Source: an optimization exercise on an open RTL-to-GDS flow (aim: small area and a short achievable clock period). Production flows keep margins and buffers that such runs may drop.
No functional check of the RTL was part of any run shown here.
Power and IR drop assume default switching activity.

## config.mk

```make
export PLATFORM = sky130hd
export DESIGN_NAME = ws2812b_frame_feeder
export DESIGN_NICKNAME = ws2812b_frame_feeder
export VERILOG_FILES = /design/flow/design.v
export SDC_FILE = /design/flow/constraint.sdc
export NUM_CORES = 4
export LEC_CHECK = 0
export CAP_MARGIN = 20
export CORE_MARGIN = 2
export CORE_UTILIZATION = 65
export CTS_CLUSTER_DIAMETER = 100
export CTS_CLUSTER_SIZE = 28
export SETUP_SLACK_MARGIN = 2.8
export SLEW_MARGIN = 20
export SYNTH_HIERARCHICAL = 1
```

## run.sh

```bash
#!/bin/bash
# synth_recipe.tcl (not shown) runs the flow's synth.tcl, then flattens the netlist and writes it again
# the make line also repeats each setting of config.mk as NAME=value (left out here)
make -C /OpenROAD-flow-scripts/flow DESIGN_CONFIG=/design/flow/config.mk WORK_HOME=/design/flow/orfs CLKGATE_MAP_FILE= SYNTH_SCRIPT=/design/flow/synth_recipe.tcl finish
```

## design.v

```verilog
package ws2812b_pkg;
    localparam int COLOR_W = 8;
    localparam int PIXEL_W = 24;
    localparam int CYCLES_SHORT = 4;
    localparam int CYCLES_LONG  = 7;
    localparam int CYCLES_RET   = 500;
    typedef struct packed {
        logic [COLOR_W-1:0] r;
        logic [COLOR_W-1:0] g;
        logic [COLOR_W-1:0] b;
    } rgb_t;
endpackage
import ws2812b_pkg::*;
module ws2812b_aoi222 (
    input  logic a1, b1, a2, b2, a3, b3,
    output logic y
);
    assign y = !((a1 && b1) || (a2 && b2) || (a3 && b3));
endmodule
module ws2812b_nand4 (
    input  logic a, b, c, d,
    output logic y
);
    assign y = !(a && b && c && d);
endmodule
module ws2812b_nor3 (
    input  logic a, b, c,
    output logic y
);
    assign y = !(a || b || c);
endmodule
module ws2812b_nand2 (
    input  logic a, b,
    output logic y
);
    assign y = !(a && b);
endmodule
module ws2812b_nor2 (
    input  logic a, b,
    output logic y
);
    assign y = !(a || b);
endmodule
module ws2812b_dec_lo (
    input  logic [2:0] i_addr,
    output logic [7:0] o_n
);
    always_comb begin
        for (int k = 0; k < 8; k++) o_n[k] = !(i_addr == 3'(k));
    end
endmodule
module ws2812b_dec_hi (
    input  logic       i_en,
    input  logic       i_bank,
    input  logic       i_sel,
    input  logic [2:0] i_addr,
    output logic [4:0] o_n
);
    always_comb begin
        for (int k = 0; k < 5; k++) o_n[k] = !(i_en && (i_sel == i_bank) && (i_addr == 3'(k)));
    end
endmodule
module ws2812b_rd_bit (
    input  logic [71:0] i_sel,
    input  logic [71:0] i_data,
    output logic        o_rd
);
    logic [23:0] w_t_n;
    logic [5:0]  w_or12;
    logic [1:0]  w_nor;
    genvar g;
    generate
        for (g = 0; g < 24; g++) begin : g_aoi
            ws2812b_aoi222 u_aoi (
                .a1 (i_sel[3*g]),     .b1 (i_data[3*g]),
                .a2 (i_sel[3*g + 1]), .b2 (i_data[3*g + 1]),
                .a3 (i_sel[3*g + 2]), .b3 (i_data[3*g + 2]),
                .y  (w_t_n[g])
            );
        end
        for (g = 0; g < 6; g++) begin : g_nand
            ws2812b_nand4 u_nand4 (
                .a (w_t_n[4*g]), .b (w_t_n[4*g + 1]), .c (w_t_n[4*g + 2]), .d (w_t_n[4*g + 3]),
                .y (w_or12[g])
            );
        end
        for (g = 0; g < 2; g++) begin : g_nor
            ws2812b_nor3 u_nor3 (
                .a (w_or12[3*g]), .b (w_or12[3*g + 1]), .c (w_or12[3*g + 2]),
                .y (w_nor[g])
            );
        end
    endgenerate
    ws2812b_nand2 u_nand2 (.a (w_nor[0]), .b (w_nor[1]), .y (o_rd));
endmodule
module ws2812b_pixel_ram
#(
    parameter int LEDCOUNT = 36,
    parameter int ADDR_W   = 6
) (
    input  logic                  clk,
    input  logic                  i_wr_en,
    input  logic                  i_wr_bank,
    input  logic [ADDR_W-1:0]     i_wr_addr,
    input  logic [PIXEL_W-1:0]    i_wr_data,
    input  logic [2*LEDCOUNT-1:0] i_rd_sel,     
    output logic [PIXEL_W-1:0]    o_rd_data
);
    localparam int WORDS = 2 * LEDCOUNT;
    logic [WORDS-1:0][PIXEL_W-1:0] r_mem;
    logic                          r_wr_en;
    logic                          r_wr_bank;
    logic [ADDR_W-1:0]             r_wr_addr;
    logic [PIXEL_W-1:0]            r_wr_data;
    logic [WORDS-1:0]              w_we;
    logic [7:0]                    w_lo_n;
    logic [4:0]                    w_hi0_n;
    logic [4:0]                    w_hi1_n;
    always_ff @(posedge clk) begin
        r_wr_en   <= i_wr_en;
        r_wr_bank <= i_wr_bank;
        r_wr_addr <= i_wr_addr;
        r_wr_data <= i_wr_data;
    end
    ws2812b_dec_lo u_dec_lo (
        .i_addr (r_wr_addr[2:0]),
        .o_n    (w_lo_n)
    );
    ws2812b_dec_hi u_dec_hi0 (
        .i_en   (r_wr_en),
        .i_bank (1'b0),
        .i_sel  (r_wr_bank),
        .i_addr (r_wr_addr[5:3]),
        .o_n    (w_hi0_n)
    );
    ws2812b_dec_hi u_dec_hi1 (
        .i_en   (r_wr_en),
        .i_bank (1'b1),
        .i_sel  (r_wr_bank),
        .i_addr (r_wr_addr[5:3]),
        .o_n    (w_hi1_n)
    );
    genvar w, b;
    generate
        for (w = 0; w < LEDCOUNT; w++) begin : g_we
            ws2812b_nor2 u_we0 (.a (w_hi0_n[w / 8]), .b (w_lo_n[w % 8]), .y (w_we[w]));
            ws2812b_nor2 u_we1 (.a (w_hi1_n[w / 8]), .b (w_lo_n[w % 8]), .y (w_we[LEDCOUNT + w]));
        end
    endgenerate
    always_ff @(posedge clk) begin
        for (int i = 0; i < WORDS; i++) begin
            if (w_we[i]) r_mem[i] <= r_wr_data;
        end
    end
    generate
        for (b = 0; b < PIXEL_W; b++) begin : g_bit
            logic [WORDS-1:0] w_col;
            for (w = 0; w < WORDS; w++) begin : g_col
                assign w_col[w] = r_mem[w][b];
            end
            ws2812b_rd_bit u_rd (.i_sel (i_rd_sel), .i_data (w_col), .o_rd (o_rd_data[b]));
        end
    endgenerate
endmodule
import ws2812b_pkg::*;
module ws2812b_frame_feeder
#(
    parameter int LEDCOUNT = 36,
    parameter int ADDR_W   = 6,
    parameter int FPS_DIV  = 90000
) (
    input  logic               clk,
    input  logic               resetn,
    input  logic               wr_en,
    input  logic [ADDR_W-1:0]  wr_addr,
    input  logic [PIXEL_W-1:0] wr_data,
    input  logic               commit,
    output logic               bitstream_available,
    output logic [PIXEL_W-1:0] bitstream,
    input  logic               bitstream_read,
    output logic               frame_busy,
    output logic               frame_done,
    output logic               commit_pending,
    output logic               frame_overrun
);
    localparam logic [16:0] TICK_SEED = 17'h1ffff;
    localparam logic [16:0] TICK_PRE  = 17'h1b6e1;
    logic [16:0] r_lfsr;
    logic        r_tick;
    logic        r_busy;
    logic        r_load;
    logic        r_avail;
    logic        r_front;
    logic        r_pending;
    logic        r_done;
    logic        r_overrun;
    logic [LEDCOUNT-1:0] r_sel0;   
    logic [LEDCOUNT-1:0] r_sel1;   
    logic [PIXEL_W-1:0] r_bitstream;
    logic        w_start;
    logic        w_swap;
    logic        w_fetch;
    logic        w_take;
    logic        w_last;
    logic [PIXEL_W-1:0] w_rd_data;
    assign w_start = !r_busy && r_tick;
    assign w_swap  = w_start && (r_pending || commit);
    assign w_fetch = r_busy && !r_load && !r_avail;
    assign w_take  = r_avail && bitstream_read;
    assign w_last  = w_take && (r_sel0[LEDCOUNT-1] || r_sel1[LEDCOUNT-1]);
    always_ff @(posedge clk) begin
        if (!resetn || r_tick) begin
            r_lfsr <= TICK_SEED;
        end else begin
            r_lfsr <= {r_lfsr[15:0], r_lfsr[16] ^ r_lfsr[13]};
        end
    end
    always_ff @(posedge clk) begin
        if (!resetn) begin
            r_tick    <= 1'b0;
            r_busy    <= 1'b0;
            r_load    <= 1'b0;
            r_avail   <= 1'b0;
            r_front   <= 1'b0;
            r_pending <= 1'b0;
            r_done    <= 1'b0;
            r_overrun <= 1'b0;
        end else begin
            r_tick    <= (r_lfsr == TICK_PRE);
            r_load    <= w_fetch;
            r_done    <= w_last;
            r_overrun <= r_tick && r_busy;
            r_pending <= !w_swap && (r_pending || commit);
            if (w_swap) r_front <= !r_front;
            if (w_start)     r_busy <= 1'b1;
            else if (w_last) r_busy <= 1'b0;
            if (r_load)      r_avail <= 1'b1;
            else if (w_take) r_avail <= 1'b0;
        end
    end
    always_ff @(posedge clk) begin
        if (w_start) begin
            r_sel0 <= LEDCOUNT'(!(r_front ^ w_swap));
            r_sel1 <= LEDCOUNT'(  r_front ^ w_swap);
        end else if (w_take) begin
            r_sel0 <= {r_sel0[LEDCOUNT-2:0], r_sel0[LEDCOUNT-1]};
            r_sel1 <= {r_sel1[LEDCOUNT-2:0], r_sel1[LEDCOUNT-1]};
        end
    end
    always_ff @(posedge clk) begin
        r_bitstream <= {w_rd_data[15:8], w_rd_data[23:16], w_rd_data[7:0]};
    end
    ws2812b_pixel_ram #(
        .LEDCOUNT (LEDCOUNT),
        .ADDR_W   (ADDR_W)
    ) u_pixel_ram (
        .clk       (clk),
        .i_wr_en   (wr_en),         
        .i_wr_bank (!r_front),
        .i_wr_addr (wr_addr),
        .i_wr_data (wr_data),
        .i_rd_sel  ({r_sel1, r_sel0}),
        .o_rd_data (w_rd_data)
    );
    assign bitstream_available = r_avail;
    assign bitstream           = r_bitstream;
    assign frame_busy          = r_busy;
    assign frame_done          = r_done;
    assign commit_pending      = r_pending;
    assign frame_overrun       = r_overrun;
endmodule
```

## constraint.sdc

```tcl
create_clock -name core_clock -period 5.0 [get_ports {clk}]
set_input_delay 1.0000 -clock core_clock [delete_from_list [all_inputs] [get_ports {clk}]]
set_output_delay 1.0000 -clock core_clock [all_outputs]
set_load 0.01 [all_outputs]
```

==> results of run 1 <==
flip-flops by register name, summed over array words and instances, names as in the netlist:
signal                 cells
r_avail                    1
r_bitstream               24
r_sel1                    36
u_pixel_ram.r_wr_addr      6
r_pending                  1
r_overrun                  1
u_pixel_ram.r_mem       1728
r_busy                     1
r_lfsr                    17
r_done                     1
r_sel0                    36
r_load                     1
r_front                    1
u_pixel_ram.r_wr_bank      1
u_pixel_ram.r_wr_en        1
u_pixel_ram.r_wr_data     24
r_tick                     1
modules after synthesis, one instance, submodules excluded, a selection:
module,flops+latches,cells,times used
ws2812b_dec_hi,0,8,2
ws2812b_nand2,0,1,24
ws2812b_frame_feeder,121,255,1
ws2812b_aoi222,0,1,576
ws2812b_nand4,0,1,144
ws2812b_dec_lo,0,8,1
cell usage in the layout (no fill, tap or decap), types with 18 or more instances in the layout:
master | synthesis | final
sky130_fd_sc_hd__dfxtp_1 | 81 | 29
sky130_fd_sc_hd__edfxtp_1 | 1800 | 1800
sky130_fd_sc_hd__nor3_2 | 48 | 28
sky130_fd_sc_hd__clkbuf_16 | 0 | 83
sky130_fd_sc_hd__or3_1 | 19 | 18
sky130_fd_sc_hd__nand2_1 | 30 | 29
sky130_fd_sc_hd__a222oi_1 | 576 | 576
sky130_fd_sc_hd__clkbuf_1 | 2 | 51
sky130_fd_sc_hd__buf_4 | 1 | 226
sky130_fd_sc_hd__buf_6 | 1 | 45
sky130_fd_sc_hd__clkdlybuf4s50_1 | 0 | 34
sky130_fd_sc_hd__nor2_2 | 0 | 69
sky130_fd_sc_hd__nand4_1 | 149 | 149
sky130_fd_sc_hd__and2_1 | 70 | 70
sky130_fd_sc_hd__nor3_4 | 0 | 20
sky130_fd_sc_hd__dfxtp_2 | 0 | 38
cells by family after synthesis:
group / after synthesis / share of synthesized area, %
other: 2 / 0.0117
AOI/OAI and AO/OA: 583 / 9.04
and+or+nand+nor: 421 / 4.02
buffers and inverters: 15 / 0.121
xor gates and xnor gates: 3 / 0.0643
DFF: 1881 / 86.7
synthesized netlist by cell type:
master	count
sky130_fd_sc_hd__a222oi_1	576
sky130_fd_sc_hd__and2b_1	1
sky130_fd_sc_hd__nand2b_4	1
sky130_fd_sc_hd__or3b_1	3
sky130_fd_sc_hd__nor2_1	78
sky130_fd_sc_hd__clkbuf_2	7
sky130_fd_sc_hd__and2_1	70
sky130_fd_sc_hd__dfxtp_1	81
sky130_fd_sc_hd__nor3_2	48
sky130_fd_sc_hd__clkbuf_1	2
sky130_fd_sc_hd__nand4_1	149
sky130_fd_sc_hd__buf_4	1
sky130_fd_sc_hd__buf_6	1
sky130_fd_sc_hd__or3_1	19
sky130_fd_sc_hd__and3_1	1
sky130_fd_sc_hd__conb_1	2
sky130_fd_sc_hd__nor4_1	1
sky130_fd_sc_hd__xnor2_1	1
sky130_fd_sc_hd__xnor2_2	2
sky130_fd_sc_hd__nor2b_1	2
sky130_fd_sc_hd__nor3_1	3
sky130_fd_sc_hd__a21oi_1	3
sky130_fd_sc_hd__nor4_2	1
sky130_fd_sc_hd__nand3_1	4
sky130_fd_sc_hd__inv_1	3
sky130_fd_sc_hd__nand2_1	30
sky130_fd_sc_hd__nand4b_1	6
sky130_fd_sc_hd__edfxtp_1	1800
sky130_fd_sc_hd__nand3b_1	4
sky130_fd_sc_hd__o21a_1	1
sky130_fd_sc_hd__buf_2	1
sky130_fd_sc_hd__o21ai_0	3
per-stage QoR:
step / util [%] / instances / total power [W]
2_1_floorplan: - / 2905 / 0.0178
3_3_place_gp: 69.1 / 4402 / 0.0180
3_5_place_dp: 69.1 / 4403 / 0.0180
4_1_cts: 72.1 / 4606 / 0.0252
5_1_grt: 72.5 / 4636 / 0.0258
6_report: 72.5 / 4638 / 0.0252
power breakdown:
part	internal, W	switching [W]	leakage (nW)
combinational	0.0000539	0.000321	3.77
clock	0.00308	0.00443	1.07
sequential	0.0173	0.0000166	16.8
final cells by class:
cell class	instances	area [um2]	share of cell area, %
well taps	1287	1610	2.26
diodes	2	5.00	0.00703
flip-flops and latches	1881	55800	78.4
multi-input cells	1012	8810	12.4
clock inverters	1	30.0	0.0422
repair buffers	320	2710	3.81
clock buffers	132	2220	3.12
inverters	3	11.3	0.0158
metal layers:
layer	vias to the layer above	track usage, %	share of wire (%)
met5	-	0	0.0064
met4	2	11.1	3.6
met3	262	4.41	12
met2	2569	54.1	49
met1	17893	47.9	36
li1	14090	-	-
worst register-to-register path, delay by kind of cell (launching register included):
| family | cells | cell delay, ns |
|---|---|---|
| buffers and inverters | 1 | 0.20 |
| AND/OR/NAND/NOR | 3 | 0.89 |
| AO/OA/AOI/OAI | 1 | 0.61 |
| flip-flops | 1 | 0.44 |
timing repair:
item	4_1_cts	5_1_grt
endpoints found under the setup margin	786	542
pin swaps	32	45
setup buffers	68	27
hold buffers	0	0
hold endpoints to repair	0	0
gates resized for setup	208	30
gates cloned	2	3
worst paths after layout:
kind | endpoint | slack [ns] | cells after the start
setup / recovery | r_bitstream[14] | 2.74 | 5
hold / removal | r_load | 0.44 | 1
setup reg to reg | r_bitstream[14] | 2.74 | 5
hold reg to reg | r_load | 0.44 | 1
==> flow_metrics.env, run 1 <==
export IMPL_route_detailed_wl_per_inst_um=36.8
export IMPL_ys_ff_latch=1881
export IMPL_nNetsFinal=3330
export IMPL_timing_hold_ws_ns=0.441
export IMPL_sequence_of_cells_on_the_critical_path="buf_4 > a222oi_1 > nand4_1 > nor3_4 > nand2_1"
export IMPL_gr_usage_all_layers_pct=33.3
export IMPL_final_count_of_hold_timing_violations=0
export IMPL_grt_start_max_net_pins=73
export IMPL_post_detailed_route_via_to_cell_ratio=7.51
export IMPL_clock_skew_ns=0.0426
export IMPL_min_path_type="register to register"
export IMPL_via_count_of_the_first_global_routing_pass=32934
export IMPL_synth_largest_area_cell="sky130_fd_sc_hd__edfxtp_1"
export IMPL_die_h_um=318
export IMPL_slew_headroom_pct=27.2
export IMPL_worst_r2r_startpoint="r_sel1[18]"
export IMPL_area_of_all_placed_cells_without_fillers_um2=71200
export IMPL_die_w_um=318
export IMPL_floorplan_rows=115
export IMPL_hold_start="r_load"
export IMPL_max_cap_violations=0
export IMPL_rsz_0062_raised_after_global_routing="true"
export IMPL_htree_num_levels=3
export IMPL_place_hpwl_um=94500
export IMPL_cts_root_buffer_cell="sky130_fd_sc_hd__clkbuf_16"
export IMPL_peakVddDrop_uv=361
export IMPL_setup_worst_path_start_class="register"
export IMPL_yosys_top_cells_area="sky130_fd_sc_hd__edfxtp_1 (84%), sky130_fd_sc_hd__a222oi_1 (9.0%), sky130_fd_sc_hd__dfxtp_1 (2.5%)"
export IMPL_dp_worst_setup_slack_ns=1.88
export IMPL_tightest_pin_transition_ns=1.09
export IMPL_route_detailed_drc=0
export IMPL_worst_path_buf_inv=1
export IMPL_power_leakage_nw=21.7
export IMPL_cp_data_required_time_ns=5.58
export IMPL_firstDrtPassIters=9
export IMPL_worst_path_dominant_cell_family="simple AND/OR/NAND/NOR gates"
export IMPL_layout_area_overhead_vs_synth_pct=10.9
export IMPL_setup_viol_count_final=0
export IMPL_setup_worst_path_start="r_sel1[18]"
export IMPL_fill_cells=5776
export IMPL_clkSlewWorstSetupHoldPaths_ns=0.10
export IMPL_vias=34816
export IMPL_layout_setup_ws_ns=2.74
export IMPL_first_iter_violations=7671
export IMPL_routabilityCongestion=0.815
export IMPL_min_period_over_period_pct=45.2
export IMPL_syn_area_per_cell_um2=22.1
export IMPL_post_route_cells_drive_above_1_share_pct=16.5
export IMPL_final_min_clock_period_ns=2.26
export IMPL_syn_num_nets=2940
export IMPL_crit_arrival_ns=2.85
export IMPL_cpMaxStageDelayCell="sky130_fd_sc_hd__a222oi_1"
export IMPL_top_level_ports=64
export IMPL_place_area_um2=67800
export IMPL_post_synth_top_area_fraction_pct=84.2
export IMPL_numPortBuffers=63
export IMPL_crit_path_max_incr_delay_ns=0.60
export IMPL_tritoncts="yes"
export IMPL_die_area_um2=101000
export IMPL_final_setup_tns_ns=0
export IMPL_design_core_area_um2=98100
export IMPL_yosys_cell_types_count=32
export IMPL_max_clock_freq_ghz=0.442
export IMPL_mappedNetlistArea_um2=64200
export IMPL_cts_num_sinks=1881
export IMPL_finalWirelength_um=171000
export IMPL_p_per_area_nw_per_um2=354
export IMPL_start_util_pct=65.4
export IMPL_netlist_instances=2905
export IMPL_tritoncts_num_buffers=77
export IMPL_fin_max_slew_vios=0
export IMPL_yosysSeqAreaShare_pct=86.7
export IMPL_cp_max_fo=7
export IMPL_antenna_found_initial=6
export IMPL_criticalPathCategory="register to register"
export IMPL_yosys_warnings=10
export IMPL_clockBufferDepth=3
export IMPL_status="complete, no violations"
export IMPL_ant_nets=0
export IMPL_clock_insertion_delay_worst_skew_ns=0.70
export IMPL_grt_first_pass_wirelength_um=238000
export IMPL_grt_overflow_total=0
export IMPL_cp_end_kind="register"
==> run 2, diff against run 1 <==
==> flow/run.sh (new file) <==
#!/bin/bash
# Standard layout, with clock tree synthesis told not to add dummy loads.
set -euo pipefail
export CTS_ARGS="-sink_clustering_enable -repair_clock_nets -dont_use_dummy_load -sink_clustering_size 28 -sink_clustering_max_diameter 100"
bash standard.sh > standard.log 2>&1
==> standard.sh (new file) <==
#!/bin/bash
# synth_recipe.tcl (not shown) runs the flow's synth.tcl, then flattens the netlist and writes it again
# the make line also repeats each setting of config.mk as NAME=value (left out here)
make -C /OpenROAD-flow-scripts/flow DESIGN_CONFIG=/design/flow/config.mk WORK_HOME=/design/flow/orfs CLKGATE_MAP_FILE= SYNTH_SCRIPT=/design/flow/synth_recipe.tcl "${@:-finish}"
--- a/config.mk
+++ b/config.mk
@@ -9,3 +9,3 @@
 export CORE_MARGIN = 2
-export CORE_UTILIZATION = 65
+export CORE_UTILIZATION = 75
 export CTS_CLUSTER_DIAMETER = 100
removed: run.sh
==> run 2 against run 1 <==
  * Final cell count fell by 2.7%
  * Critical path type unchanged
  * Worst setup slack worse by 0.23 ns
  * Register-to-register slack got worse by 0.23 ns
  * Hold slack improved by 0.0026 ns
  * Via count increased by 4.6%
  * Maximum frequency fell by 9.2%
==> flow_metrics.env, run 2 <==
export IMPL_global_route_usage_met3_pct=7.51
export IMPL_final_cell_mix="sky130_fd_sc_hd__edfxtp_1 (1800), sky130_fd_sc_hd__a222oi_1 (576), sky130_fd_sc_hd__buf_4 (253)"
export IMPL_syn_area_per_cell_um2=22.1
export IMPL_largest_registers="u_pixel_ram.r_mem: 1728 flops, r_sel0: 36 flops, r_sel1: 36 flops"
export IMPL_cts_num_sinks=1881
export IMPL_post_synth_top_area_fraction_pct=84.2
export IMPL_crit_arrival_ns=3.02
export IMPL_synth_largest_area_cell="sky130_fd_sc_hd__edfxtp_1"
export IMPL_yosys_cell_types_count=32
export IMPL_clock_insertion_delay_worst_skew_ns=0.67
export IMPL_cp_end_kind="register"
export IMPL_die_area_um2=87900
export IMPL_yosys_top_cells_area="sky130_fd_sc_hd__edfxtp_1 (84%), sky130_fd_sc_hd__a222oi_1 (9.0%), sky130_fd_sc_hd__dfxtp_1 (2.5%)"
export IMPL_antenna_found_initial=7
export IMPL_dominant_synthesized_flop_cell="sky130_fd_sc_hd__edfxtp_1"
export IMPL_p_per_area_nw_per_um2=346
export IMPL_met2_resource_use_gr_pct=62.1
export IMPL_slew_headroom_pct=29.0
export IMPL_min_period_over_period_pct=49.8
export IMPL_ant_nets=0
export IMPL_layout_cells_most_common="sky130_fd_sc_hd__edfxtp_1"
export IMPL_layout_setup_ws_ns=2.51
export IMPL_tightest_pin_transition_ns=1.06
export IMPL_gr_usage_all_layers_pct=39.6
export IMPL_floorplan_rows=107
export IMPL_grt_first_pass_wirelength_um=240000
export IMPL_criticalPathCategory="register to register"
export IMPL_firstDrtPassIters=13
export IMPL_setup_worst_path_start_class="register"
export IMPL_die_h_um=297
export IMPL_place_area_um2=67500
export IMPL_layout_area_overhead_vs_synth_pct=11.5
export IMPL_top_level_ports=64
export IMPL_clockBufferDepth=3
export IMPL_design_core_area_um2=85000
export IMPL_yosysMostFrequentCell="sky130_fd_sc_hd__edfxtp_1"
export IMPL_largest_register_ffs=1728
export IMPL_peakVddDrop_uv=353
export IMPL_route_detailed_drc=0
export IMPL_min_path_type="register to register"
export IMPL_dp_worst_setup_slack_ns=1.98
export IMPL_tritoncts="yes"
export IMPL_dp_cells=4232
export IMPL_grt_overflow_total=0
export IMPL_status="complete, no violations"
export IMPL_via_count_of_the_first_global_routing_pass=33429
export IMPL_first_iter_violations=8909
export IMPL_max_cap_violations=0
export IMPL_setup_worst_path_start="r_sel0[27]"
export IMPL_sequence_of_cells_on_the_critical_path="buf_6 > a222oi_1 > nand4_1 > nor3_4 > nand2_1"
export IMPL_htree_num_levels=3
export IMPL_routabilityCongestion=0.875
export IMPL_clock_skew_ns=0.0681
export IMPL_syn_num_nets=2940
export IMPL_tritoncts_num_buffers=77
export IMPL_final_count_of_hold_timing_violations=0
export IMPL_regMostFlops="u_pixel_ram.r_mem"
export IMPL_post_synth_most_frequent_cells="sky130_fd_sc_hd__edfxtp_1 (1800), sky130_fd_sc_hd__a222oi_1 (576), sky130_fd_sc_hd__nand4_1 (149)"
export IMPL_fin_max_slew_vios=0
export IMPL_post_detailed_route_via_to_cell_ratio=8.07
export IMPL_clkSlewWorstSetupHoldPaths_ns=0.10
export IMPL_crit_path_max_incr_delay_ns=0.77
export IMPL_numPortBuffers=63
export IMPL_cpMaxStageDelayCell="sky130_fd_sc_hd__a222oi_1"
export IMPL_die_w_um=297
export IMPL_power_leakage_nw=22.0
export IMPL_hold_start="r_load"
export IMPL_final_cells=4513
export IMPL_post_route_cells_drive_above_1_share_pct=18.4
export IMPL_cp_data_required_time_ns=5.53
export IMPL_finalPower_w=0.0247
export IMPL_rsz_0062_raised_after_global_routing="true"
export IMPL_start_util_pct=75.5
export IMPL_route_detailed_wl_per_inst_um=38.8
export IMPL_cp_max_fo=8
export IMPL_synth_edf_count=1800
export IMPL_finalWirelength_um=175000
export IMPL_grt_start_max_net_pins=73
export IMPL_ys_ff_latch=1881
export IMPL_netlist_instances=2905
export IMPL_mappedNetlistArea_um2=64200
export IMPL_cts_root_buffer_cell="sky130_fd_sc_hd__clkbuf_16"
export IMPL_yosys_warnings=10
export IMPL_final_min_clock_period_ns=2.49
export IMPL_nNetsFinal=3404
export IMPL_setup_viol_count_final=0
export IMPL_max_clock_freq_ghz=0.402
export IMPL_vias=36410
export IMPL_area_of_all_placed_cells_without_fillers_um2=71500
export IMPL_worst_path_dominant_cell_family="simple AND/OR/NAND/NOR gates"
export IMPL_globalRoute_busiestLayer="met2"
export IMPL_worst_path_buf_inv=1
export IMPL_worst_r2r_startpoint="r_sel0[27]"
export IMPL_yosysSeqAreaShare_pct=86.7
export IMPL_synth_async_sr_flop_share_pct=0
export IMPL_gr_usage_met1_pct=55.3
export IMPL_place_hpwl_um=92000
export IMPL_final_setup_tns_ns=0
## run 2: path summary, 6_finish.rpt
check                   endpoint  slack [ns]  cells past startpoint
setup / recovery  r_bitstream[5]        2.51                      5
hold / removal            r_load        0.44                      1
setup reg to reg  r_bitstream[5]        2.51                      5
hold reg to reg           r_load        0.44                      1
## run 2: final cells by class
| type | instances | area (um2) |
|---|---|---|
| multi-input cells | 1019 | 8910 |
| flip-flops and latches | 1881 | 55800 |
| diodes | 2 | 5.00 |
| clock buffers | 77 | 1930 |
| well taps | 1144 | 1430 |
| fillers | 3715 | 13500 |
| repair buffers | 387 | 3490 |
| inverters | 3 | 11.3 |
## run 2: report_power, final
part	internal [W]	switching (W)	leakage (nW)
logic	0.0000557	0.000318	4.17
registers	0.0173	0.0000223	16.8
clock network	0.00278	0.00431	0.949
## run 2: metal layers
| metal | wire length, um | share of wire, % |
|---|---|---|
| met1 | 55500 | 32 |
| met2 | 82800 | 47 |
| met3 | 26900 | 15 |
| met4 | 9900 | 5.7 |
| met5 | 27 | 0.015 |
## run 2: worst register-to-register path: cells and delay by family (launching register included)
family,cells,cell delay [ns]
flops,1,0.40
buf+inv,1,0.17
compound gates,1,0.77
simple gates,3,1.03
## run 2: cells by family (layout without fill, tap and decap cells)
kind of cell	after synthesis	count (layout)	share of synthesized area, %
AND/OR/NAND/NOR	421	431	4.02
flip-flops	1881	1881	86.7
AO/OA/AOI/OAI	583	583	9.04
other	2	4	0.0117
buffers and inverters	15	467	0.121
XOR/XNOR	3	3	0.0643
## run 2: Yosys stat by module, one instance, submodules excluded, excerpt
| module | cells | flops+latches |
|---|---|---|
| ws2812b_aoi222 | 1 | 0 |
| ws2812b_nor2 | 1 | 0 |
| ws2812b_nand4 | 1 | 0 |
| ws2812b_dec_hi | 8 | 0 |
| ws2812b_dec_lo | 8 | 0 |
| ws2812b_nor3 | 1 | 0 |
| ws2812b_nand2 | 1 | 0 |
| ws2812b_frame_feeder | 255 | 121 |
## run 2: stage by stage
stage	hold WS (ns)	utilization, %
CTS	0.439	83.5
global placement	0.405	79.2
detailed placement	0.425	79.3
floorplan	0.376	-
global route	0.449	84.1
finish	0.443	84.2
## run 2: repair_timing
action,4_1_cts,5_1_grt
hold buffers,0,0
pin swaps,53,85
gates cloned,10,2
resized for setup,201,58
buffers inserted,159,31
setup endpoints to repair,740,651
==> run 3, diff against run 2 <==
--- a/design.v
+++ b/design.v
@@ -240,9 +240,12 @@
     end
-    always_ff @(posedge clk) begin
-        if (w_start) begin
-            r_sel0 <= LEDCOUNT'(!(r_front ^ w_swap));
-            r_sel1 <= LEDCOUNT'(  r_front ^ w_swap);
-        end else if (w_take) begin
-            r_sel0 <= {r_sel0[LEDCOUNT-2:0], r_sel0[LEDCOUNT-1]};
-            r_sel1 <= {r_sel1[LEDCOUNT-2:0], r_sel1[LEDCOUNT-1]};
+    logic w_hold;
+    logic w_nfront;
+    assign w_hold   = !(w_start || w_take);
+    assign w_nfront = r_front ^ w_swap;
+    always_ff @(posedge clk) begin
+        r_sel0[0] <= (w_start && !w_nfront) || (w_take && r_sel0[LEDCOUNT-1]) || (w_hold && r_sel0[0]);
+        r_sel1[0] <= (w_start &&  w_nfront) || (w_take && r_sel1[LEDCOUNT-1]) || (w_hold && r_sel1[0]);
+        for (int i = 1; i < LEDCOUNT; i++) begin
+            r_sel0[i] <= (w_take && r_sel0[i-1]) || (w_hold && r_sel0[i]);
+            r_sel1[i] <= (w_take && r_sel1[i-1]) || (w_hold && r_sel1[i]);
         end
==> flow/run.sh (replaced) <==
#!/bin/bash
# The standard layout (standard.sh), with two of its steps given other options:
# ports are buffered with buf_4 cells, and clock tree synthesis adds no dummy loads.
set -euo pipefail
export BUFFER_PORTS_ARGS="-inputs -outputs -buffer_cell sky130_fd_sc_hd__buf_4"
export CTS_ARGS="-sink_clustering_enable -repair_clock_nets -dont_use_dummy_load -sink_clustering_size 28 -sink_clustering_max_diameter 100"
bash standard.sh > standard.log 2>&1
==> run 3 against run 2 <==
  * Synthesized area decreased by 0.63%
  * Total power down 0.21%
  * Routed wire length fell by 6.1%
  * Maximum frequency increased by 7.8%
  * First-iteration DRC count fell by 7.5%
  * Sequential cell count is the same
  * Via count decreased by 3.8%
==> flow_metrics.env, run 3 <==
export IMPL_final_cell_mix="sky130_fd_sc_hd__edfxtp_1 (1728), sky130_fd_sc_hd__a222oi_1 (576), sky130_fd_sc_hd__buf_4 (211)"
export IMPL_max_cap_violations=0
export IMPL_clkSlewWorstSetupHoldPaths_ns=0.10
export IMPL_clock_skew_ns=0.0536
export IMPL_die_h_um=296
export IMPL_routedLengthMet1_um=53800
export IMPL_yosys_warnings=10
export IMPL_timing_hold_worst_endpoint="u_pixel_ram.r_wr_data[8]"
export IMPL_firstDrtPassIters=9
export IMPL_cts_root_buffer_cell="sky130_fd_sc_hd__clkbuf_16"
export IMPL_sequence_of_cells_on_the_critical_path="buf_4 > a222oi_1 > nand4_1 > nor3_4 > nand2_1"
export IMPL_fin_util_pct=82.5
export IMPL_synth_largest_area_cell="sky130_fd_sc_hd__edfxtp_1"
export IMPL_crit_arrival_ns=2.84
export IMPL_yosys_cell_types_count=35
export IMPL_vias=35039
export IMPL_route_detailed_drc=0
export IMPL_final_setup_tns_ns=0
export IMPL_gr_usage_all_layers_pct=37.7
export IMPL_first_iter_violations=8242
export IMPL_fill_cells=3857
export IMPL_min_path_type="primary input to register"
export IMPL_yosysMostFrequentCell="sky130_fd_sc_hd__edfxtp_1"
export IMPL_largest_registers="u_pixel_ram.r_mem: 1728 flops, r_sel0: 36 flops, r_sel1: 36 flops"
export IMPL_layout_area_overhead_vs_synth_pct=8.57
export IMPL_mappedNetlistArea_um2=63800
export IMPL_setup_worst_path_start_class="register"
export IMPL_die_w_um=296
export IMPL_design_core_area_um2=84000
export IMPL_reg2reg_to="r_bitstream[16]"
export IMPL_cp_max_fo=15
export IMPL_synth_async_sr_flop_share_pct=0
export IMPL_peakVddDrop_uv=329
export IMPL_holdBufCountCts=0
export IMPL_regMostFlops="u_pixel_ram.r_mem"
export IMPL_grt_first_pass_wirelength_um=229000
export IMPL_status="complete, no violations"
export IMPL_slew_headroom_pct=20.0
export IMPL_cp_end_kind="register"
export IMPL_cts_num_sinks=1881
export IMPL_post_synth_top_area_fraction_pct=81.4
export IMPL_ant_nets=0
export IMPL_top_level_ports=64
export IMPL_tightest_pin_transition_ns=1.20
export IMPL_routabilityCongestion=0.869
export IMPL_numPortBuffers=63
export IMPL_final_min_clock_period_ns=2.31
export IMPL_grt_overflow_total=0
export IMPL_cpMaxStageDelayCell="sky130_fd_sc_hd__dfxtp_1"
export IMPL_tritoncts_num_buffers=77
export IMPL_power_leakage_nw=21.3
export IMPL_netlist_instances=2913
export IMPL_antenna_found_initial=5
export IMPL_finalWirelength_um=164000
export IMPL_die_area_um2=87400
export IMPL_hold_path_depth=1
export IMPL_dominant_synthesized_flop_cell="sky130_fd_sc_hd__edfxtp_1"
export IMPL_grt_start_max_net_pins=73
export IMPL_route_detailed_wl_per_inst_um=37.9
export IMPL_worst_path_buf_inv=1
export IMPL_final_count_of_hold_timing_violations=0
export IMPL_layout_cells_most_common="sky130_fd_sc_hd__edfxtp_1"
export IMPL_post_synth_most_frequent_cells="sky130_fd_sc_hd__edfxtp_1 (1728), sky130_fd_sc_hd__a222oi_1 (576), sky130_fd_sc_hd__dfxtp_1 (153)"
export IMPL_p_per_area_nw_per_um2=357
export IMPL_hold_start="wr_data[8]"
export IMPL_max_clock_freq_ghz=0.433
export IMPL_setup_viol_count_final=0
export IMPL_clock_insertion_delay_worst_skew_ns=0.67
export IMPL_crit_path_max_incr_delay_ns=0.52
export IMPL_layout_setup_ws_ns=2.69
export IMPL_clockBufferDepth=3
export IMPL_largest_register_ffs=1728
export IMPL_criticalPathCategory="register to register"
export IMPL_min_period_over_period_pct=46.2
export IMPL_via_count_of_the_first_global_routing_pass=32887
export IMPL_start_util_pct=76.0
export IMPL_rsz_0062_raised_after_global_routing="true"
export IMPL_syn_area_per_cell_um2=21.9
export IMPL_cp_data_required_time_ns=5.53
export IMPL_htree_num_levels=3
export IMPL_post_detailed_route_via_to_cell_ratio=8.08
export IMPL_ff2ff_path_depth=5
export IMPL_syn_num_nets=2948
export IMPL_synth_edf_count=1728
export IMPL_dp_worst_setup_slack_ns=2.15
export IMPL_finalPower_w=0.0247
export IMPL_fin_max_slew_vios=0
export IMPL_tritoncts="yes"
export IMPL_yosys_top_cells_area="sky130_fd_sc_hd__edfxtp_1 (81%), sky130_fd_sc_hd__a222oi_1 (9.0%), sky130_fd_sc_hd__dfxtp_1 (4.8%)"
export IMPL_place_hpwl_um=89600
export IMPL_ys_ff_latch=1881
export IMPL_worst_r2r_startpoint="r_sel1[22]"
export IMPL_worst_path_dominant_cell_family="simple AND/OR/NAND/NOR gates"
export IMPL_maxUsedRoutingLayer="met5"
export IMPL_wl_met2_um=78400
export IMPL_wl_met3_um=22900
export IMPL_post_route_cells_drive_above_1_share_pct=16.1
export IMPL_ff2ff_setup_slack_ns=2.69
export IMPL_yosysSeqAreaShare_pct=86.2
export IMPL_floorplan_rows=106
export IMPL_nNetsFinal=3241
run 3: cells by family (layout without fill, tap and decap cells):
logic type | after synthesis | after routing | share of synthesized area [%]
DFF | 1881 | 1881 | 86.2
AOI/OAI and AO/OA | 653 | 653 | 10.1
and+or+nand+nor | 351 | 355 | 3.39
buffers and inverters | 22 | 309 | 0.290
xor gates and xnor gates | 4 | 4 | 0.0785
other | 2 | 3 | 0.0118
run 3: Yosys stat by module (local to each module, per instance), a selection:
module	area, um2	cells inside	times used
ws2812b_frame_feeder	3550	263	1
ws2812b_nand2	3.75	1	24
ws2812b_nor3	10.0	1	48
ws2812b_dec_lo	60.1	8	1
ws2812b_nor2	3.75	1	72
ws2812b_dec_hi	61.3	8	2
ws2812b_aoi222	10.0	1	576
ws2812b_nand4	6.26	1	144
run 3: where the power goes:
group,internal [W],switching (W)
registers,0.0172,0.0000531
clock network,0.00278,0.00422
logic,0.0000837,0.000355
run 3: layout make-up:
type | instances | area (um2) | area share (%)
clock buffers | 77 | 1930 | 2.78
inverters | 3 | 11.3 | 0.0163
repair buffers | 229 | 1800 | 2.59
multi-input cells | 1014 | 9010 | 13.0
well taps | 1134 | 1420 | 2.05
flip-flops and latches | 1881 | 55100 | 79.5
diodes | 1 | 2.50 | 0.00361
run 3: per-layer routing:
metal  track usage, %  vias up
met5            0.610        -
met4             19.3        2
met3             7.52      373
met2             58.6     3126
met1             52.2    17605
li1                 -    13933
run 3: worst max-delay path by stage:
| stage | startpoint | end | slack (ns) | depth (start not counted) |
|---|---|---|---|---|
| 2_1_floorplan | u_pixel_ram.r_wr_addr[0] | u_pixel_ram.r_mem[1080] | 2.65 | 2 |
| 3_3_place_gp | bitstream_read | r_sel1[0] | 2.25 | 4 |
| 3_5_place_dp | bitstream_read | r_sel1[0] | 2.15 | 4 |
| 4_1_cts | r_bitstream[23] | bitstream[23] | 2.67 | 1 |
| 5_1_grt | r_sel0[33] | r_bitstream[18] | 2.65 | 4 |
| 6_report | r_sel1[22] | r_bitstream[16] | 2.69 | 5 |
run 3: per-stage QoR:
stage | instance area, um2 | cells | hold slack [ns]
after floorplan | 63800 | 2913 | 0.383
after global placement | 66800 | 4240 | 0.406
after detailed placement | 66800 | 4240 | 0.418
after CTS | 69100 | 4330 | 0.395
after global routing | 69200 | 4338 | 0.402
final | 69200 | 4339 | 0.425
run 3: repair_timing:
item	4_1_cts	5_1_grt
endpoints found under the setup margin	954	351
pin swaps	16	14
buffers inserted	11	6
cloned	2	2
gates resized for setup	67	30
==> run 4, diff against run 3 <==
--- a/config.mk
+++ b/config.mk
@@ -12,3 +12,3 @@
 export CTS_CLUSTER_SIZE = 28
-export SETUP_SLACK_MARGIN = 2.8
+export SETUP_SLACK_MARGIN = 3.0
 export SLEW_MARGIN = 20
==> run 4 against run 3 <==
  * Critical path type is now register to primary output
  * Sequential cell count unchanged
  * Sequential power is essentially flat
  * Worst setup slack improved by 0.099 ns
  * Clock-buffer cell count unchanged
  * Highest routed layer unchanged
  * Hold slack lost 0.0040 ns
  * Routed wire length grew 0.65%
  * Clock skew fell by 0.0010 ns
  * Still clean on timing, DRC and antenna
  * Combinational power grew 5.9%
==> flow_metrics.env, run 4 <==
export IMPL_dominant_synthesized_flop_cell="sky130_fd_sc_hd__edfxtp_1"
export IMPL_firstDrtPassIters=10
export IMPL_place_hpwl_um=87200
export IMPL_die_h_um=296
export IMPL_worst_r2r_startpoint="r_sel0[8]"
export IMPL_grt_start_max_net_pins=73
export IMPL_nNetsFinal=3298
export IMPL_finalWirelength_um=165000
export IMPL_synth_largest_area_cell="sky130_fd_sc_hd__edfxtp_1"
export IMPL_numPortBuffers=63
export IMPL_post_detailed_route_via_to_cell_ratio=8.06
export IMPL_max_cap_violations=0
export IMPL_hold_path_depth=1
export IMPL_clkSlewWorstSetupHoldPaths_ns=0.10
export IMPL_final_cell_mix="sky130_fd_sc_hd__edfxtp_1 (1728), sky130_fd_sc_hd__a222oi_1 (576), sky130_fd_sc_hd__buf_4 (161)"
export IMPL_layout_cells_most_common="sky130_fd_sc_hd__edfxtp_1"
export IMPL_ant_nets=0
export IMPL_htree_num_levels=3
export IMPL_criticalPathCategory="register to primary output"
export IMPL_post_route_cells_drive_above_1_share_pct=18.5
export IMPL_syn_num_nets=2948
export IMPL_post_synth_most_frequent_cells="sky130_fd_sc_hd__edfxtp_1 (1728), sky130_fd_sc_hd__a222oi_1 (576), sky130_fd_sc_hd__dfxtp_1 (153)"
export IMPL_antenna_found_initial=5
export IMPL_cts_root_buffer_cell="sky130_fd_sc_hd__clkbuf_16"
export IMPL_via_count_of_the_first_global_routing_pass=33513
export IMPL_slew_headroom_pct=29.1
export IMPL_clockPowerShare_pct=28.3
export IMPL_cell_internal_pwr_w=0.0201
export IMPL_yosys_warnings=10
export IMPL_cp_end_kind="primary output"
export IMPL_switching_part_of_the_total_power_pct=18.8
export IMPL_worst_path_dominant_cell_family="flip-flops"
export IMPL_p_per_area_nw_per_um2=350
export IMPL_hold_start="wr_data[13]"
export IMPL_mappedNetlistArea_um2=63800
export IMPL_fin_max_slew_vios=0
export IMPL_post_synth_top_area_fraction_pct=81.4
export IMPL_grt_first_pass_wirelength_um=228000
export IMPL_power_leakage_nw=21.7
export IMPL_clock_skew_ns=0.0526
export IMPL_layout_setup_ws_ns=2.79
export IMPL_gr_usage_all_layers_pct=37.3
export IMPL_setup_viol_count_final=0
export IMPL_cp_data_required_time_ns=4.00
export IMPL_dp_worst_setup_slack_ns=2.10
export IMPL_first_iter_violations=8207
export IMPL_start_util_pct=76.0
export IMPL_tritoncts="yes"
export IMPL_cp_max_fo=1
export IMPL_min_path_type="primary input to register"
export IMPL_power_combinational_fraction_pct=1.9
export IMPL_max_clock_freq_ghz=0.452
export IMPL_timing_hold_ws_ns=0.421
export IMPL_routabilityCongestion=0.847
export IMPL_final_min_clock_period_ns=2.21
export IMPL_floorplan_rows=106
export IMPL_vias=35443
export IMPL_ff2ff_setup_slack_ns=2.82
export IMPL_timing_hold_worst_endpoint="u_pixel_ram.r_wr_data[13]"
export IMPL_layout_area_overhead_vs_synth_pct=10.5
export IMPL_final_setup_tns_ns=0
export IMPL_netlist_instances=2913
export IMPL_holdBufCountCts=0
export IMPL_syn_area_per_cell_um2=21.9
export IMPL_min_period_over_period_pct=44.2
export IMPL_clockBufferDepth=3
export IMPL_regMostFlops="u_pixel_ram.r_mem"
export IMPL_yosys_cell_types_count=35
export IMPL_dp_cells=4236
export IMPL_ff2ff_path_depth=5
export IMPL_share_seq_of_total_power_pct=69.8
export IMPL_grt_overflow_total=0
export IMPL_yosysSeqAreaShare_pct=86.2
export IMPL_crit_path_max_incr_delay_ns=0.43
export IMPL_tightest_pin_transition_ns=1.06
export IMPL_synth_async_sr_flop_share_pct=0
export IMPL_yosysMostFrequentCell="sky130_fd_sc_hd__edfxtp_1"
export IMPL_die_area_um2=87400
export IMPL_ys_ff_latch=1881
export IMPL_cpMaxStageDelayCell="sky130_fd_sc_hd__dfxtp_4"
export IMPL_final_count_of_hold_timing_violations=0
export IMPL_route_detailed_wl_per_inst_um=37.6
export IMPL_tritoncts_num_buffers=77
export IMPL_top_level_ports=64
export IMPL_design_core_area_um2=84000
export IMPL_reg2reg_to="r_bitstream[3]"
export IMPL_setup_worst_path_start="r_bitstream[9]"
export IMPL_peakVddDrop_uv=449
export IMPL_cts_num_sinks=1881
export IMPL_setup_worst_path_start_class="register"
export IMPL_final_cells=4396
export IMPL_largest_register_ffs=1728
export IMPL_power_switching_w=0.00463
export IMPL_worst_path_buf_inv=1
export IMPL_crit_arrival_ns=1.21
export IMPL_die_w_um=296
export IMPL_largest_registers="u_pixel_ram.r_mem: 1728 flops, r_sel0: 36 flops, r_sel1: 36 flops"
export IMPL_critical_path_depth=1
export IMPL_rsz_0062_raised_after_global_routing="true"
export IMPL_yosys_top_cells_area="sky130_fd_sc_hd__edfxtp_1 (81%), sky130_fd_sc_hd__a222oi_1 (9.0%), sky130_fd_sc_hd__dfxtp_1 (4.8%)"
export IMPL_sequence_of_cells_on_the_critical_path="buf_6"
export IMPL_status="complete, no violations"
export IMPL_clock_insertion_delay_worst_skew_ns=0.67
export IMPL_synth_edf_count=1728
export IMPL_route_detailed_drc=0
==> run 4: cell counts after synthesis <==
Identical to the previous run, type by type.
==> run 4: cell type report <==
| class | instances | area [um2] |
|---|---|---|
| Sequential cell | 1881 | 55200 |
| Multi-Input combinational cell | 1016 | 9090 |
| Timing Repair Buffer | 284 | 2840 |
| Antenna cell | 1 | 2.50 |
| Inverter | 3 | 11.3 |
| Clock buffer | 77 | 1930 |
| Fill cell | 3717 | 13500 |
| Tap cell | 1134 | 1420 |
==> run 4: power groups by stage <==
stage / Sequential, W / Clock (W) / Combinational [W]
after detailed placement: 0.0176 / 0 / 0.000429
after global routing: 0.0172 / 0.00745 / 0.000482
after floorplan: 0.0177 / 0 / 0.0000632
after CTS: 0.0172 / 0.00700 / 0.000448
after global placement: 0.0176 / 0 / 0.000405
final: 0.0172 / 0.00699 / 0.000465
==> run 4: per-stage QoR <==
| step | util [%] | total power [W] | instance area, um2 |
|---|---|---|---|
| 2_1_floorplan | - | 0.0178 | 63800 |
| 3_3_place_gp | 79.6 | 0.0180 | 66800 |
| 3_5_place_dp | 79.6 | 0.0180 | 66800 |
| 4_1_cts | 82.9 | 0.0247 | 69600 |
| 5_1_grt | 83.9 | 0.0252 | 70500 |
| 6_report | 83.9 | 0.0247 | 70500 |
==> run 4: cell families after synthesis <==
kind of cell,Yosys count,synth area share (%)
DFF,1881,86.2
AOI/OAI and AO/OA,653,10.1
and+or+nand+nor,351,3.39
buffers and inverters,22,0.290
xor gates and xnor gates,4,0.0785
other,2,0.0118
==> run 4: how the worst max path moves through the flow <==
stage                                          to  slack [ns]
after floorplan           u_pixel_ram.r_mem[1080]        2.65
after global placement                  r_sel1[0]        2.19
after detailed placement                r_sel1[0]        2.10
after CTS                            bitstream[9]        2.75
after global routing                 bitstream[9]        2.76
final                                bitstream[9]        2.79
==> run 4: what timing repair did <==
item,CTS,global route
gates resized for setup,162,136
pin swaps,82,107
setup buffers,31,38
gates cloned,6,7
endpoints found under the setup margin,1817,1244
==> run 4: modules after synthesis (local to each module, per instance), a selection <==
module,cells,copies in the design,flip-flops and latches
ws2812b_nand4,1,144,0
ws2812b_dec_hi,8,2,0
ws2812b_nor3,1,48,0
ws2812b_nor2,1,72,0
ws2812b_aoi222,1,576,0
ws2812b_dec_lo,8,1,0
ws2812b_nand2,1,24,0
ws2812b_frame_feeder,263,1,121
==> run 4: per-layer routing <==
layer | GRT usage (%) | vias up | routed length [um]
met2 | 59.4 | 3216 | 79900
met4 | 18.4 | 4 | 8900
met3 | 7.15 | 411 | 23300
met5 | 0 | - | 23
li1 | - | 14064 | -
met1 | 50.9 | 17748 | 53200
==> run 5, diff against run 4 <==
--- a/config.mk
+++ b/config.mk
@@ -12,3 +12,3 @@
 export CTS_CLUSTER_SIZE = 28
-export SETUP_SLACK_MARGIN = 3.0
+export SETUP_SLACK_MARGIN = 3.2
 export SLEW_MARGIN = 20
==> run 5 against run 4 <==
  * Routed wire length rose by 15%
  * Synthesized area stayed put
  * Critical path depth is 4 higher
  * Clock power is 3.3% higher
  * Global-route usage grew 3.5 points
  * Total power rose by 1.2%
  * Die area unchanged
  * First-iteration DRC count grew 26%
  * Clock skew up 0.018 ns
  * Worst setup slack worse by 0.58 ns
  * Final cell count grew 3.5%
  * Sequential cell count unchanged
  * Critical endpoint is now r_bitstream[12]
  * Highest routed layer unchanged
==> flow_metrics.env, run 5 <==
export IMPL_layout_area_overhead_vs_synth_pct=14.8
export IMPL_ant_nets=0
export IMPL_yosys_cell_types_count=35
export IMPL_ys_ff_latch=1881
export IMPL_post_synth_top_area_fraction_pct=81.4
export IMPL_post_detailed_route_via_to_cell_ratio=8.39
export IMPL_peakVddDrop_uv=390
export IMPL_yosys_top_cells_area="sky130_fd_sc_hd__edfxtp_1 (81%), sky130_fd_sc_hd__a222oi_1 (9.0%), sky130_fd_sc_hd__dfxtp_1 (4.8%)"
export IMPL_clkSlewWorstSetupHoldPaths_ns=0.11
export IMPL_nNetsFinal=3447
export IMPL_criticalPathCategory="register to register"
export IMPL_hold_path_depth=1
export IMPL_hold_start="wr_data[18]"
export IMPL_gr_usage_all_layers_pct=40.8
export IMPL_routabilityCongestion=0.872
export IMPL_synth_edf_count=1728
export IMPL_final_min_clock_period_ns=2.79
export IMPL_worst_path_buf_inv=1
export IMPL_timing_hold_worst_endpoint="u_pixel_ram.r_wr_data[18]"
export IMPL_cpMaxStageDelayCell="sky130_fd_sc_hd__nand4_1"
export IMPL_cp_data_required_time_ns=5.54
export IMPL_final_count_of_hold_timing_violations=0
export IMPL_die_area_um2=87400
export IMPL_crit_arrival_ns=3.33
export IMPL_slew_headroom_pct=24.8
export IMPL_numPortBuffers=63
export IMPL_setup_worst_path_start_class="register"
export IMPL_grt_first_pass_wirelength_um=248000
export IMPL_fin_max_slew_vios=0
export IMPL_place_hpwl_um=88900
export IMPL_cts_root_buffer_cell="sky130_fd_sc_hd__clkbuf_16"
export IMPL_antenna_found_initial=3
export IMPL_worst_r2r_startpoint="r_sel0[0]"
export IMPL_layout_cells_most_common="sky130_fd_sc_hd__edfxtp_1"
export IMPL_dominant_synthesized_flop_cell="sky130_fd_sc_hd__edfxtp_1"
export IMPL_syn_area_per_cell_um2=21.9
export IMPL_final_cell_mix="sky130_fd_sc_hd__edfxtp_1 (1728), sky130_fd_sc_hd__a222oi_1 (576), sky130_fd_sc_hd__buf_4 (190)"
export IMPL_status="complete, no violations"
export IMPL_first_iter_violations=10332
export IMPL_largest_register_ffs=1728
export IMPL_post_synth_most_frequent_cells="sky130_fd_sc_hd__edfxtp_1 (1728), sky130_fd_sc_hd__a222oi_1 (576), sky130_fd_sc_hd__dfxtp_1 (153)"
export IMPL_rsz_0062_raised_after_global_routing="true"
export IMPL_max_clock_freq_ghz=0.358
export IMPL_min_path_type="primary input to register"
export IMPL_grt_start_max_net_pins=75
export IMPL_vias=38175
export IMPL_fin_util_pct=87.2
export IMPL_max_cap_violations=0
export IMPL_firstDrtPassIters=12
export IMPL_area_of_all_placed_cells_without_fillers_um2=73200
export IMPL_p_per_area_nw_per_um2=341
export IMPL_crit_path_max_incr_delay_ns=0.73
export IMPL_layout_setup_ws_ns=2.21
export IMPL_clock_skew_ns=0.0709
export IMPL_htree_num_levels=3
export IMPL_cts_num_sinks=1881
export IMPL_start_util_pct=76.0
export IMPL_die_w_um=296
export IMPL_top_level_ports=64
export IMPL_tritoncts="yes"
export IMPL_reg2reg_to="r_bitstream[12]"
export IMPL_yosysMostFrequentCell="sky130_fd_sc_hd__edfxtp_1"
export IMPL_route_detailed_wl_per_inst_um=41.7
export IMPL_design_core_area_um2=84000
export IMPL_die_h_um=296
export IMPL_final_setup_tns_ns=0
export IMPL_min_period_over_period_pct=55.8
export IMPL_post_route_cells_drive_above_1_share_pct=22.5
export IMPL_mappedNetlistArea_um2=63800
export IMPL_dp_worst_setup_slack_ns=2.10
export IMPL_ff2ff_path_depth=5
export IMPL_synth_largest_area_cell="sky130_fd_sc_hd__edfxtp_1"
export IMPL_netlist_instances=2913
export IMPL_floorplan_rows=106
export IMPL_cp_max_fo=8
export IMPL_tritoncts_num_buffers=77
export IMPL_power_leakage_nw=22.9
export IMPL_sequence_of_cells_on_the_critical_path="buf_4 > a222oi_1 > nand4_1 > nor3_2 > nand2_1"
export IMPL_grt_overflow_total=0
export IMPL_setup_viol_count_final=0
export IMPL_place_area_um2=66900
export IMPL_route_detailed_drc=0
export IMPL_cp_end_kind="register"
export IMPL_via_count_of_the_first_global_routing_pass=34928
export IMPL_clock_insertion_delay_worst_skew_ns=0.69
export IMPL_syn_num_nets=2948
export IMPL_regMostFlops="u_pixel_ram.r_mem"
export IMPL_synth_async_sr_flop_share_pct=0
export IMPL_worst_path_dominant_cell_family="simple AND/OR/NAND/NOR gates"
export IMPL_yosysSeqAreaShare_pct=86.2
export IMPL_largest_registers="u_pixel_ram.r_mem: 1728 flops, r_sel0: 36 flops, r_sel1: 36 flops"
export IMPL_clockBufferDepth=3
export IMPL_finalWirelength_um=190000
export IMPL_ff2ff_setup_slack_ns=2.21
export IMPL_yosys_warnings=10
export IMPL_tightest_pin_transition_ns=1.13
## run 5: cell counts after synthesis
No cell type changed its count.
## run 5: layer usage
metal	GRT usage [%]	wire length [um]	up-vias
met5	0	47	-
met4	22.3	14500	4
met3	7.91	31500	788
met2	63.6	87500	4411
met1	56.0	56100	18566
li1	-	-	14406
## run 5: report_power, final
part	switching (W)	internal, W
combinational	0.000406	0.000113
sequential	0.0000634	0.0172
clock	0.00443	0.00279
total	0.00490	0.0201
## run 5: cell families after synthesis
| group | Yosys count | share of synthesized area [%] |
|---|---|---|
| compound gates | 653 | 10.1 |
| flops | 1881 | 86.2 |
| simple gates | 351 | 3.39 |
| xor+xnor | 4 | 0.0785 |
| buf+inv | 22 | 0.290 |
| other cells | 2 | 0.0118 |
## run 5: how the worst max path moves through the flow
stage / from / cells past startpoint / end
floorplan: u_pixel_ram.r_wr_addr[1] / 2 / u_pixel_ram.r_mem[1104]
global placement: u_pixel_ram.r_wr_en / 4 / u_pixel_ram.r_mem[1228]
detailed placement: bitstream_read / 4 / r_sel1[17]
CTS: r_bitstream[16] / 1 / bitstream[16]
global route: r_sel0[0] / 5 / r_bitstream[12]
finish: r_sel0[0] / 5 / r_bitstream[12]
## run 5: cell type report
class | instances | area (um2)
Clock buffer | 77 | 1930
Tap cell | 1134 | 1420
Antenna cell | 5 | 12.5
Sequential cell | 1881 | 55300
Fill cell | 3245 | 10800
Multi-Input combinational cell | 1022 | 9300
Timing Repair Buffer | 427 | 5280
Inverter | 3 | 11.3
## run 5: modules after synthesis, one instance, submodules excluded, a selection
module / flip-flops and latches / times used / area, um2 / cells inside
ws2812b_nand2: 0 / 24 / 3.75 / 1
ws2812b_dec_lo: 0 / 1 / 60.1 / 8
ws2812b_nor3: 0 / 48 / 10.0 / 1
ws2812b_aoi222: 0 / 576 / 10.0 / 1
ws2812b_dec_hi: 0 / 2 / 61.3 / 8
ws2812b_nor2: 0 / 72 / 3.75 / 1
ws2812b_nand4: 0 / 144 / 6.26 / 1
ws2812b_frame_feeder: 121 / 1 / 3550 / 263
## run 5: metrics by stage
stage / hold slack (ns) / total power, W / cells
after CTS: 0.404 / 0.0247 / 4494
final: 0.408 / 0.0250 / 4549
after detailed placement: 0.419 / 0.0180 / 4250
after global placement: 0.407 / 0.0180 / 4250
after floorplan: 0.383 / 0.0178 / 2913
after global routing: 0.401 / 0.0254 / 4544
## run 5: timing repair
action / CTS / global route
endpoints found under the setup margin: 1852 / 1739
setup buffers: 143 / 32
resized for setup: 410 / 114
cloned: 24 / 18
hold buffers: 0 / 0
pin swaps: 225 / 118
==> run 6, diff against run 5 <==
--- a/design.v
+++ b/design.v
@@ -110,6 +110,2 @@
     logic [WORDS-1:0][PIXEL_W-1:0] r_mem;
-    logic                          r_wr_en;
-    logic                          r_wr_bank;
-    logic [ADDR_W-1:0]             r_wr_addr;
-    logic [PIXEL_W-1:0]            r_wr_data;
     logic [WORDS-1:0]              w_we;
@@ -118,10 +114,4 @@
     logic [4:0]                    w_hi1_n;
-    always_ff @(posedge clk) begin
-        r_wr_en   <= i_wr_en;
-        r_wr_bank <= i_wr_bank;
-        r_wr_addr <= i_wr_addr;
-        r_wr_data <= i_wr_data;
-    end
     ws2812b_dec_lo u_dec_lo (
-        .i_addr (r_wr_addr[2:0]),
+        .i_addr (i_wr_addr[2:0]),
         .o_n    (w_lo_n)
@@ -129,6 +119,6 @@
     ws2812b_dec_hi u_dec_hi0 (
-        .i_en   (r_wr_en),
+        .i_en   (i_wr_en),
         .i_bank (1'b0),
-        .i_sel  (r_wr_bank),
-        .i_addr (r_wr_addr[5:3]),
+        .i_sel  (i_wr_bank),
+        .i_addr (i_wr_addr[5:3]),
         .o_n    (w_hi0_n)
@@ -136,6 +126,6 @@
     ws2812b_dec_hi u_dec_hi1 (
-        .i_en   (r_wr_en),
+        .i_en   (i_wr_en),
         .i_bank (1'b1),
-        .i_sel  (r_wr_bank),
-        .i_addr (r_wr_addr[5:3]),
+        .i_sel  (i_wr_bank),
+        .i_addr (i_wr_addr[5:3]),
         .o_n    (w_hi1_n)
@@ -151,3 +141,3 @@
         for (int i = 0; i < WORDS; i++) begin
-            if (w_we[i]) r_mem[i] <= r_wr_data;
+            if (w_we[i]) r_mem[i] <= i_wr_data;
         end
--- a/config.mk
+++ b/config.mk
@@ -12,3 +12,3 @@
 export CTS_CLUSTER_SIZE = 28
-export SETUP_SLACK_MARGIN = 3.2
+export SETUP_SLACK_MARGIN = 3.0
 export SLEW_MARGIN = 20
==> run 6 against run 5 <==
  * Total power decreased by 2.1%
  * Critical path type unchanged
  * Non-clock buffer count decreased by 155
  * First-iteration DRC count decreased by 12%
  * Clock power decreased by 3.9%
  * Combinational power increased by 6.2%
==> flow_metrics.env, run 6 <==
export IMPL_cell_internal_pwr_w=0.0198
export IMPL_final_count_of_hold_timing_violations=0
export IMPL_p_per_area_nw_per_um2=349
export IMPL_design_core_area_um2=83600
export IMPL_tritoncts="yes"
export IMPL_antenna_found_initial=4
export IMPL_cp_data_required_time_ns=5.51
export IMPL_dp_worst_setup_slack_ns=1.81
export IMPL_post_synth_most_frequent_cells="sky130_fd_sc_hd__edfxtp_1 (1728), sky130_fd_sc_hd__a222oi_1 (576), sky130_fd_sc_hd__nand4_1 (149)"
export IMPL_ff2ff_path_depth=6
export IMPL_post_detailed_route_via_to_cell_ratio=8.30
export IMPL_yosys_top_cells_area="sky130_fd_sc_hd__edfxtp_1 (82%), sky130_fd_sc_hd__a222oi_1 (9.1%), sky130_fd_sc_hd__dfxtp_1 (3.8%)"
export IMPL_fill_cells=3629
export IMPL_final_min_clock_period_ns=2.61
export IMPL_grt_overflow_total=0
export IMPL_post_synth_top_area_fraction_pct=82.2
export IMPL_synth_largest_area_cell="sky130_fd_sc_hd__edfxtp_1"
export IMPL_die_area_um2=86500
export IMPL_nNetsFinal=3270
export IMPL_grt_first_pass_wirelength_um=236000
export IMPL_gr_usage_all_layers_pct=39.5
export IMPL_setup_viol_count_final=0
export IMPL_die_h_um=294
export IMPL_clockPowerShare_pct=28.4
export IMPL_layout_setup_ws_ns=2.39
export IMPL_yosys_warnings=10
export IMPL_layout_area_overhead_vs_synth_pct=10.9
export IMPL_htree_num_levels=3
export IMPL_ys_ff_latch=1849
export IMPL_start_util_pct=75.6
export IMPL_netlist_instances=2881
export IMPL_power_leakage_nw=21.5
export IMPL_clkSlewWorstSetupHoldPaths_ns=0.10
export IMPL_vias=35848
export IMPL_yosysSeqAreaShare_pct=86.0
export IMPL_power_switching_w=0.00468
export IMPL_largest_registers="u_pixel_ram.r_mem: 1728 flops, r_sel0: 36 flops, r_sel1: 36 flops"
export IMPL_numPortBuffers=63
export IMPL_floorplan_rows=106
export IMPL_clockBufferDepth=3
export IMPL_tritoncts_num_buffers=76
export IMPL_regMostFlops="u_pixel_ram.r_mem"
export IMPL_dominant_synthesized_flop_cell="sky130_fd_sc_hd__edfxtp_1"
export IMPL_die_w_um=294
export IMPL_syn_num_nets=2916
export IMPL_min_period_over_period_pct=52.2
export IMPL_mappedNetlistArea_um2=63100
export IMPL_ant_nets=0
export IMPL_sequence_of_cells_on_the_critical_path="buf_12 > buf_4 > a222oi_1 > nand4_1 > nor3_2 > nand2_1"
export IMPL_yosysMostFrequentCell="sky130_fd_sc_hd__edfxtp_1"
export IMPL_largest_register_ffs=1728
export IMPL_place_area_um2=65800
export IMPL_share_seq_of_total_power_pct=69.4
export IMPL_clock_insertion_delay_worst_skew_ns=0.66
export IMPL_min_path_type="register to register"
export IMPL_hold_path_depth=1
export IMPL_finalWirelength_um=172000
export IMPL_setup_worst_path_start_class="register"
export IMPL_final_cell_mix="sky130_fd_sc_hd__edfxtp_1 (1728), sky130_fd_sc_hd__a222oi_1 (576), sky130_fd_sc_hd__buf_4 (156)"
export IMPL_max_clock_freq_ghz=0.383
export IMPL_first_iter_violations=9130
export IMPL_area_of_all_placed_cells_without_fillers_um2=70000
export IMPL_cp_max_fo=7
export IMPL_post_route_cells_drive_above_1_share_pct=18.5
export IMPL_firstDrtPassIters=10
export IMPL_peakVddDrop_uv=310
export IMPL_cp_end_kind="register"
export IMPL_crit_path_max_incr_delay_ns=0.74
export IMPL_via_count_of_the_first_global_routing_pass=32755
export IMPL_top_level_ports=64
export IMPL_switching_part_of_the_total_power_pct=19.1
export IMPL_place_hpwl_um=92500
export IMPL_syn_area_per_cell_um2=21.9
export IMPL_layout_cells_most_common="sky130_fd_sc_hd__edfxtp_1"
export IMPL_route_detailed_wl_per_inst_um=39.9
export IMPL_cpMaxStageDelayCell="sky130_fd_sc_hd__a222oi_1"
export IMPL_synth_edf_count=1728
export IMPL_route_detailed_drc=0
export IMPL_slew_headroom_pct=18.4
export IMPL_clock_skew_ns=0.0563
export IMPL_fin_max_slew_vios=0
export IMPL_rsz_0062_raised_after_global_routing="true"
export IMPL_status="complete, no violations"
export IMPL_synth_async_sr_flop_share_pct=0
export IMPL_criticalPathCategory="register to register"
export IMPL_cts_num_sinks=1849
export IMPL_tightest_pin_transition_ns=1.22
export IMPL_max_cap_violations=0
export IMPL_power_combinational_fraction_pct=2.3
export IMPL_final_setup_tns_ns=0
export IMPL_crit_arrival_ns=3.12
export IMPL_routabilityCongestion=0.905
export IMPL_holdBufCountCts=0
export IMPL_cts_root_buffer_cell="sky130_fd_sc_hd__clkbuf_16"
export IMPL_yosys_cell_types_count=35
export IMPL_grt_start_max_net_pins=73
-- run 6: cell types whose count changed after synthesis, sizes merged --
cell | before | now
dfxtp | 153 | 121
-- run 6: per-stage QoR --
| step | util [%] | total power [W] | hold slack [ns] | std cells |
|---|---|---|---|---|
| floorplan | - | 0.0174 | 0.396 | 2881 |
| finish | 83.8 | 0.0244 | 0.425 | 4317 |
| global route | 83.8 | 0.0249 | 0.431 | 4316 |
| detailed placement | 78.7 | 0.0178 | 0.410 | 4092 |
| global placement | 78.7 | 0.0178 | 0.410 | 4092 |
| CTS | 83.4 | 0.0244 | 0.424 | 4293 |
-- run 6: per-layer routing --
layer	share of wire, %	vias to the layer above	wire, um	GRT usage, %
met3	16	417	28400	7.82
met4	5.5	0	9550	17.3
li1	-	14023	-	-
met5	0	-	0	0
met1	33	17945	56600	58.6
met2	45	3463	77900	58.8
-- run 6: power groups by stage --
stage	registers, W	clock network [W]	logic [W]
2_1_floorplan	0.0173	0	0.0000710
3_3_place_gp	0.0173	0	0.000460
3_5_place_dp	0.0173	0	0.000484
4_1_cts	0.0169	0.00690	0.000523
5_1_grt	0.0170	0.00739	0.000555
6_report	0.0170	0.00694	0.000550
-- run 6: what timing repair did --
action                                  4_1_cts  5_1_grt
endpoints found under the setup margin     1433      593
buffers inserted                             96       18
hold endpoints to repair                      0        0
cloned                                       29        2
pin swaps                                   159       64
resized for setup                           215       50
-- run 6: path summary, 6_finish.rpt --
path                     to  startpoint  slack (ns)
max reg2reg  r_bitstream[4]   r_sel1[0]        2.39
min reg2reg          r_load      r_load        0.43
max          r_bitstream[4]   r_sel1[0]        2.39
min                  r_load      r_load        0.43
-- run 6: cell type report --
cell class	count	area [um2]	area share (%)
diodes	4	10.0	0.0143
clock buffers	76	1900	2.72
inverters	3	11.3	0.0161
multi-input cells	1033	9410	13.4
flip-flops and latches	1849	54500	77.8
well taps	1080	1350	1.93
repair buffers	272	2880	4.12
-- run 6: Yosys stat by module (local to each module, per instance), excerpt --
module                cells inside  flip-flops and latches  area (um2)
ws2812b_aoi222                   1                       0        10.0
ws2812b_dec_hi                   8                       0        61.3
ws2812b_dec_lo                   8                       0        60.1
ws2812b_frame_feeder           263                     121        3550
ws2812b_nand2                    1                       0        3.75
ws2812b_nand4                    1                       0        6.26
ws2812b_nor2                     1                       0        3.75
ws2812b_nor3                     1                       0        10.0
-- run 6: worst max-delay path, delay by kind of cell, from the launching register on --
family / cells / cell delay [ns]
compound gates: 1 / 0.74
buf+inv: 2 / 0.29
flops: 1 / 0.37
simple gates: 3 / 1.05
-- run 6: logic make-up (layout without fill, tap and decap cells) --
| family | count (synthesis) | in the layout | share of synthesized area [%] |
|---|---|---|---|
| AND/OR/NAND/NOR | 351 | 374 | 3.42 |
| flip-flops | 1849 | 1849 | 86.0 |
| XOR/XNOR | 4 | 4 | 0.0793 |
| AO/OA/AOI/OAI | 653 | 653 | 10.2 |
| buffers and inverters | 22 | 351 | 0.293 |
| other | 2 | 6 | 0.0119 |

[what the ideal ports hide]
Ports are ideal in the flow. The routed layouts listed here were re-timed in OpenROAD.
Step 1 sets driving cells, clkbuf_16 on the clock port and buf_2 on the other inputs (assumed; they add their load-dependent delay and slew).
Step 2, shift: input delay + t, output delay - t, t = (earliest + latest rising clock arrival at the registers) / 2. This alone moves slack from input paths to output paths.
a / b / c = ideal / step 1 / step 2; a / b = the first two.
| run | t, ns | slack for setup (ns) |
|---|---|---|
| run 1 | 0.753 | 2.739 / 2.671 / 2.107 |
| run 2 | 0.706 | 2.511 / 2.511 / 2.272 |
| run 3 | 0.710 | 2.690 / 2.690 / 2.241 |
| run 4 | 0.715 | 2.789 / 2.720 / 2.436 |
| run 5 | 0.728 | 2.210 / 2.210 / 2.210 |
| run 6 | 0.711 | 2.388 / 2.388 / 2.242 |
After both steps every run listed still meets setup and hold.
